Context: an optimization exercise on an open-source flow, tuned for small area, a short achievable clock period and few clock cycles per item. The choices shown serve that exercise and are no tape-out recipe. RTL that was checked went through simulation tests only; none was proved equivalent to the original. No activity file was given, so power comes from the tool's default toggle rates.

job 103:
==> flow/design.v (excerpt) <==
module blob_detector (
  input  logic               clk,
  input  logic               rst,
  input  logic               in_valid,
  input  logic [TOKEN_W-1:0] in_token,
  output logic               in_credit,
  output logic               out_valid,
  output logic [WORD_W-1:0]  out_data,
  output logic               out_last,
  input  logic               out_credit
);
For scale: roughly 5300 cells after synthesis, about 2200 flip-flops, about 62 I/O pins, ~87000 um^2 of cells after synthesis.
==> module run_intake, before the edit <==
module run_intake (
  input  logic               clk,
  input  logic               rst,
  input  logic               in_valid,
  input  logic [TOKEN_W-1:0] in_token,
  output logic               in_credit,
  output logic               tok_valid,
  output logic [TOKEN_W-1:0] tok_data,
  input  logic               tok_pop
);
  logic [TOKEN_W-1:0]  mem [IN_DEPTH];
  logic [IN_PTR_W-1:0] wr_ptr;
  logic [IN_PTR_W-1:0] rd_ptr;
  logic [IN_PTR_W:0]   fill;
  logic                pop;
  assign pop       = tok_pop && tok_valid;
  assign tok_valid = (fill != '0);
  assign tok_data  = mem[rd_ptr];
  always_ff @(posedge clk) begin
    if (rst) begin
      wr_ptr    <= '0;
      rd_ptr    <= '0;
      fill      <= '0;
      in_credit <= 1'b0;
    end else begin
      if (in_valid)
        wr_ptr <= wr_ptr + 1'b1;
      if (pop)
        rd_ptr <= rd_ptr + 1'b1;
      fill      <= fill + (IN_PTR_W+1)'(in_valid) - (IN_PTR_W+1)'(pop);
      in_credit <= pop;   
    end
  end
  always_ff @(posedge clk) begin
    if (in_valid)
      mem[wr_ptr] <= in_token;
  end
endmodule
==> module run_labeler, before the edit <==
module run_labeler (
  input  logic                clk,
  input  logic                rst,
  input  logic                tok_valid,
  input  logic [TOKEN_W-1:0]  tok_data,
  output logic                tok_pop,
  output logic                a_valid,
  output logic                a_new,
  output logic [LABEL_W-1:0]  a_slot,
  output logic [COL_W-1:0]    a_start,
  output logic [COL_W-1:0]    a_end,
  output logic [COL_W:0]      a_len,
  output logic                a_row_end,
  output logic                a_frame_end,
  output logic                fe_take,
  output logic [MAX_OBJS-1:0] fe_used,
  output logic [LABEL_W-1:0]  fe_base,
  output logic [LABEL_W:0]    fe_count,
  input  logic                rep_busy,
  input  logic [MAX_OBJS-1:0] rep_pend
);
  logic [COL_W-1:0]   prev_sm1 [MAX_RUNS];
  logic [COL_W-1:0]   prev_ep1 [MAX_RUNS];
  logic [LABEL_W-1:0] prev_lab [MAX_RUNS];
  logic [COL_W-1:0]   cur_sm1  [MAX_RUNS];
  logic [COL_W-1:0]   cur_ep1  [MAX_RUNS];
  logic [LABEL_W-1:0] cur_lab  [MAX_RUNS];
  logic [RUN_IDX_W:0]  cur_cnt;
  logic [RUN_IDX_W:0]  prev_cnt;
  logic [LABEL_W:0]    next_label;    
  logic [LABEL_W-1:0]  next_slot;
  logic [LABEL_W-1:0]  frame_base;    
  logic [MAX_OBJS-1:0] used;
  logic               take;
  logic               is_event;
  logic               is_frame;
  logic               row_end;
  logic [COL_W-1:0]   run_start;
  logic [COL_W-1:0]   run_end;
  logic [COL_W-1:0]   run_sm1;
  logic [COL_W-1:0]   run_ep1;
  logic [MAX_RUNS-1:0] touch;
  logic [MAX_RUNS-1:0] first;
  logic               hit;
  logic [LABEL_W-1:0] hit_slot;
  logic               store;
  logic [LABEL_W-1:0] new_slot;
  assign is_event  = tok_data[TOK_EVENT_BIT];
  assign is_frame  = tok_data[TOK_FRAME_BIT];
  assign run_start = tok_data[TOK_START_LSB +: COL_W];
  assign run_end   = tok_data[COL_W-1:0];
  assign take      = tok_valid && (is_event ? !(is_frame && rep_busy) : !rep_pend[next_slot]);
  assign tok_pop   = take;
  assign row_end   = take && is_event && !is_frame;
  assign fe_take   = take && is_event && is_frame;
  assign fe_used   = used;
  assign fe_base   = frame_base;
  assign fe_count  = next_label;
  assign run_sm1 = (run_start == '0) ? '0 : run_start - 1'b1;
  assign run_ep1 = (&run_end) ? run_end : run_end + 1'b1;
  always_comb begin
    for (int i = 0; i < MAX_RUNS; i++)
      touch[i] = (RUN_IDX_W+1)'(i) < prev_cnt && prev_sm1[i] <= run_end && prev_ep1[i] >= run_start;
  end
  assign first = touch & (~touch + 1'b1);
  assign hit   = |touch;
  always_comb begin
    hit_slot = '0;
    for (int i = 0; i < MAX_RUNS; i++)
      hit_slot |= first[i] ? prev_lab[i] : '0;
  end
  assign new_slot = hit ? hit_slot : next_slot;
  assign store    = take && !is_event && !cur_cnt[RUN_IDX_W] && (hit || !next_label[LABEL_W]);
  always_ff @(posedge clk) begin
    if (rst) begin
      cur_cnt     <= '0;
      prev_cnt    <= '0;
      next_label  <= '0;
      next_slot   <= '0;
      frame_base  <= '0;
      used        <= '0;
      a_valid     <= 1'b0;
      a_row_end   <= 1'b0;
      a_frame_end <= 1'b0;
    end else begin
      a_valid     <= store;
      a_row_end   <= row_end;
      a_frame_end <= fe_take;
      if (fe_take) begin
        next_label <= '0;
        frame_base <= next_slot;
        used       <= '0;
        cur_cnt    <= '0;
        prev_cnt   <= '0;
      end
      if (row_end) begin
        prev_cnt <= cur_cnt;
        cur_cnt  <= '0;
      end
      if (store) begin
        cur_cnt <= cur_cnt + 1'b1;
        if (!hit) begin
          next_label      <= next_label + 1'b1;
          next_slot       <= next_slot + 1'b1;
          used[next_slot] <= 1'b1;
        end
      end
    end
  end
  always_ff @(posedge clk) begin
    a_new   <= !hit;
    a_slot  <= new_slot;
    a_start <= run_start;
    a_end   <= run_end;
    a_len   <= {1'b0, run_end} - {1'b0, run_start} + 1'b1;
    if (store) begin
      cur_sm1[cur_cnt[RUN_IDX_W-1:0]] <= run_sm1;
      cur_ep1[cur_cnt[RUN_IDX_W-1:0]] <= run_ep1;
      cur_lab[cur_cnt[RUN_IDX_W-1:0]] <= new_slot;
    end
    if (row_end) begin
      for (int i = 0; i < MAX_RUNS; i++) begin
        prev_sm1[i] <= cur_sm1[i];
        prev_ep1[i] <= cur_ep1[i];
        prev_lab[i] <= cur_lab[i];
      end
    end
  end
endmodule
make LEC_CHECK=0 CAP_MARGIN=20 CORE_MARGIN=2 CORE_UTILIZATION=40 SETUP_SLACK_MARGIN=5 SLEW_MARGIN=20 finish   # period 10.0 ns
run.sh (not shown) runs the stock make flow with config.mk's settings and CLKGATE_MAP_FILE= SYNTH_SCRIPT=/design/flow/synth_recipe.tcl, a recipe that flattens the netlist after the stock synthesis.
Testbench counts of job 103, summed over its fixed seeds: cycles 12,160, tokens 11,777.
Inputs modified between job 103 and job 104:
--- a/flow/design.v
+++ b/flow/design.v
@@ -35,35 +35,38 @@
   output logic               tok_valid,
   output logic [TOKEN_W-1:0] tok_data,
   input  logic               tok_pop
 );
   logic [TOKEN_W-1:0]  mem [IN_DEPTH];
-  logic [IN_PTR_W-1:0] wr_ptr;
-  logic [IN_PTR_W-1:0] rd_ptr;
-  logic [IN_PTR_W:0]   fill;
+  logic [IN_DEPTH-1:0] full;    
   logic                pop;
-  assign pop       = tok_pop && tok_valid;
-  assign tok_valid = (fill != '0);
-  assign tok_data  = mem[rd_ptr];
+  assign pop       = tok_pop && full[0];
+  assign tok_valid = full[0];
+  assign tok_data  = mem[0];
   always_ff @(posedge clk) begin
     if (rst) begin
-      wr_ptr    <= '0;
-      rd_ptr    <= '0;
-      fill      <= '0;
+      full      <= '0;
       in_credit <= 1'b0;
     end else begin
-      if (in_valid)
-        wr_ptr <= wr_ptr + 1'b1;
       if (pop)
-        rd_ptr <= rd_ptr + 1'b1;
-      fill      <= fill + (IN_PTR_W+1)'(in_valid) - (IN_PTR_W+1)'(pop);
+        full <= in_valid ? full : {1'b0, full[IN_DEPTH-1:1]};
+      else if (in_valid)
+        full <= {full[IN_DEPTH-2:0], 1'b1};
       in_credit <= pop;   
     end
   end
   always_ff @(posedge clk) begin
-    if (in_valid)
-      mem[wr_ptr] <= in_token;
+    for (int i = 0; i < IN_DEPTH; i++) begin
+      if (pop) begin
+        if (in_valid && (i == IN_DEPTH - 1 || !full[i + 1]) && full[i])
+          mem[i] <= in_token;
+        else if (i < IN_DEPTH - 1)
+          mem[i] <= mem[(i + 1) % IN_DEPTH];
+      end else if (in_valid && !full[i] && (i == 0 || full[(i + IN_DEPTH - 1) % IN_DEPTH])) begin
+        mem[i] <= in_token;
+      end
+    end
   end
 endmodule
 `timescale 1ns/1ns
 import blob_pkg::*;
 module run_labeler (
@@ -110,10 +113,11 @@
   logic [MAX_RUNS-1:0] touch;
   logic [MAX_RUNS-1:0] first;
   logic               hit;
   logic [LABEL_W-1:0] hit_slot;
   logic               store;
+  logic               run_in;
   logic [LABEL_W-1:0] new_slot;
   assign is_event  = tok_data[TOK_EVENT_BIT];
   assign is_frame  = tok_data[TOK_FRAME_BIT];
   assign run_start = tok_data[TOK_START_LSB +: COL_W];
   assign run_end   = tok_data[COL_W-1:0];
@@ -128,19 +132,27 @@
   assign run_ep1 = (&run_end) ? run_end : run_end + 1'b1;
   always_comb begin
     for (int i = 0; i < MAX_RUNS; i++)
       touch[i] = (RUN_IDX_W+1)'(i) < prev_cnt && prev_sm1[i] <= run_end && prev_ep1[i] >= run_start;
   end
-  assign first = touch & (~touch + 1'b1);
+  always_comb begin
+    logic seen;
+    seen = 1'b0;
+    for (int i = 0; i < MAX_RUNS; i++) begin
+      first[i] = touch[i] && !seen;
+      seen     = seen || touch[i];
+    end
+  end
   assign hit   = |touch;
   always_comb begin
     hit_slot = '0;
     for (int i = 0; i < MAX_RUNS; i++)
       hit_slot |= first[i] ? prev_lab[i] : '0;
   end
   assign new_slot = hit ? hit_slot : next_slot;
-  assign store    = take && !is_event && !cur_cnt[RUN_IDX_W] && (hit || !next_label[LABEL_W]);
+  assign run_in   = take && !is_event && !cur_cnt[RUN_IDX_W];
+  assign store    = run_in && (hit || !next_label[LABEL_W]);
   always_ff @(posedge clk) begin
     if (rst) begin
       cur_cnt     <= '0;
       prev_cnt    <= '0;
       next_label  <= '0;
@@ -179,11 +191,11 @@
     a_new   <= !hit;
     a_slot  <= new_slot;
     a_start <= run_start;
     a_end   <= run_end;
     a_len   <= {1'b0, run_end} - {1'b0, run_start} + 1'b1;
-    if (store) begin
+    if (run_in) begin
       cur_sm1[cur_cnt[RUN_IDX_W-1:0]] <= run_sm1;
       cur_ep1[cur_cnt[RUN_IDX_W-1:0]] <= run_ep1;
       cur_lab[cur_cnt[RUN_IDX_W-1:0]] <= new_slot;
     end
     if (row_end) begin
--- outcome ---
Library cell contributing the largest single delay on the critical path = sky130_fd_sc_hd__nor4bb_1: job 104; library cell contributing the largest single delay on the critical path = sky130_fd_sc_hd__mux4_2: job 103
Job 104 consumes less power than job 103 does.
[job 104] final wirelength fell 6000 um relative to job 103
Per the comparison of job 104 with job 103, number of flip-flops and latches shows no meaningful change; core utilization went down; global-route usage now smaller; combinational share of power moved down.
In the tables for job 104 and job 103, clock period minus final worst setup slack reads higher with job 103.
On switching power share of the total: job 104 sits below job 103.
First-iteration DRC count is lower on job 104
Function not checked in job 104: the RTL went through the layout flow alone.

[static timing again, ports no longer ideal]
The flow's constraints put no driver on any port. The routed layouts listed below were extracted and timed again, unchanged, in two steps. Step 1 (the two cells are an assumption about what drives the block):
set clk [get_ports {clk}]
set_driving_cell -lib_cell sky130_fd_sc_hd__clkbuf_16 $clk
set_driving_cell -lib_cell sky130_fd_sc_hd__buf_2 [delete_from_list [all_inputs] $clk]
Step 2 adds t to the input delays and takes it off the output delays; t is the mean of the earliest and latest rising clock arrival at the registers after step 1. Input paths then give back, and output paths get back, about the clock's delay inside the block. a / b / c = ideal ports / drivers / drivers and shift; a / b = the first two.
run	t, ns	setup WS [ns]	worst register clock-pin slew, ns
job 103	0.924	5.010 / 5.011 / 5.011	0.07 / 0.07
job 104	0.923	5.097 / 5.097 / 5.097	0.07 / 0.07
After both steps every run listed still meets setup and hold.
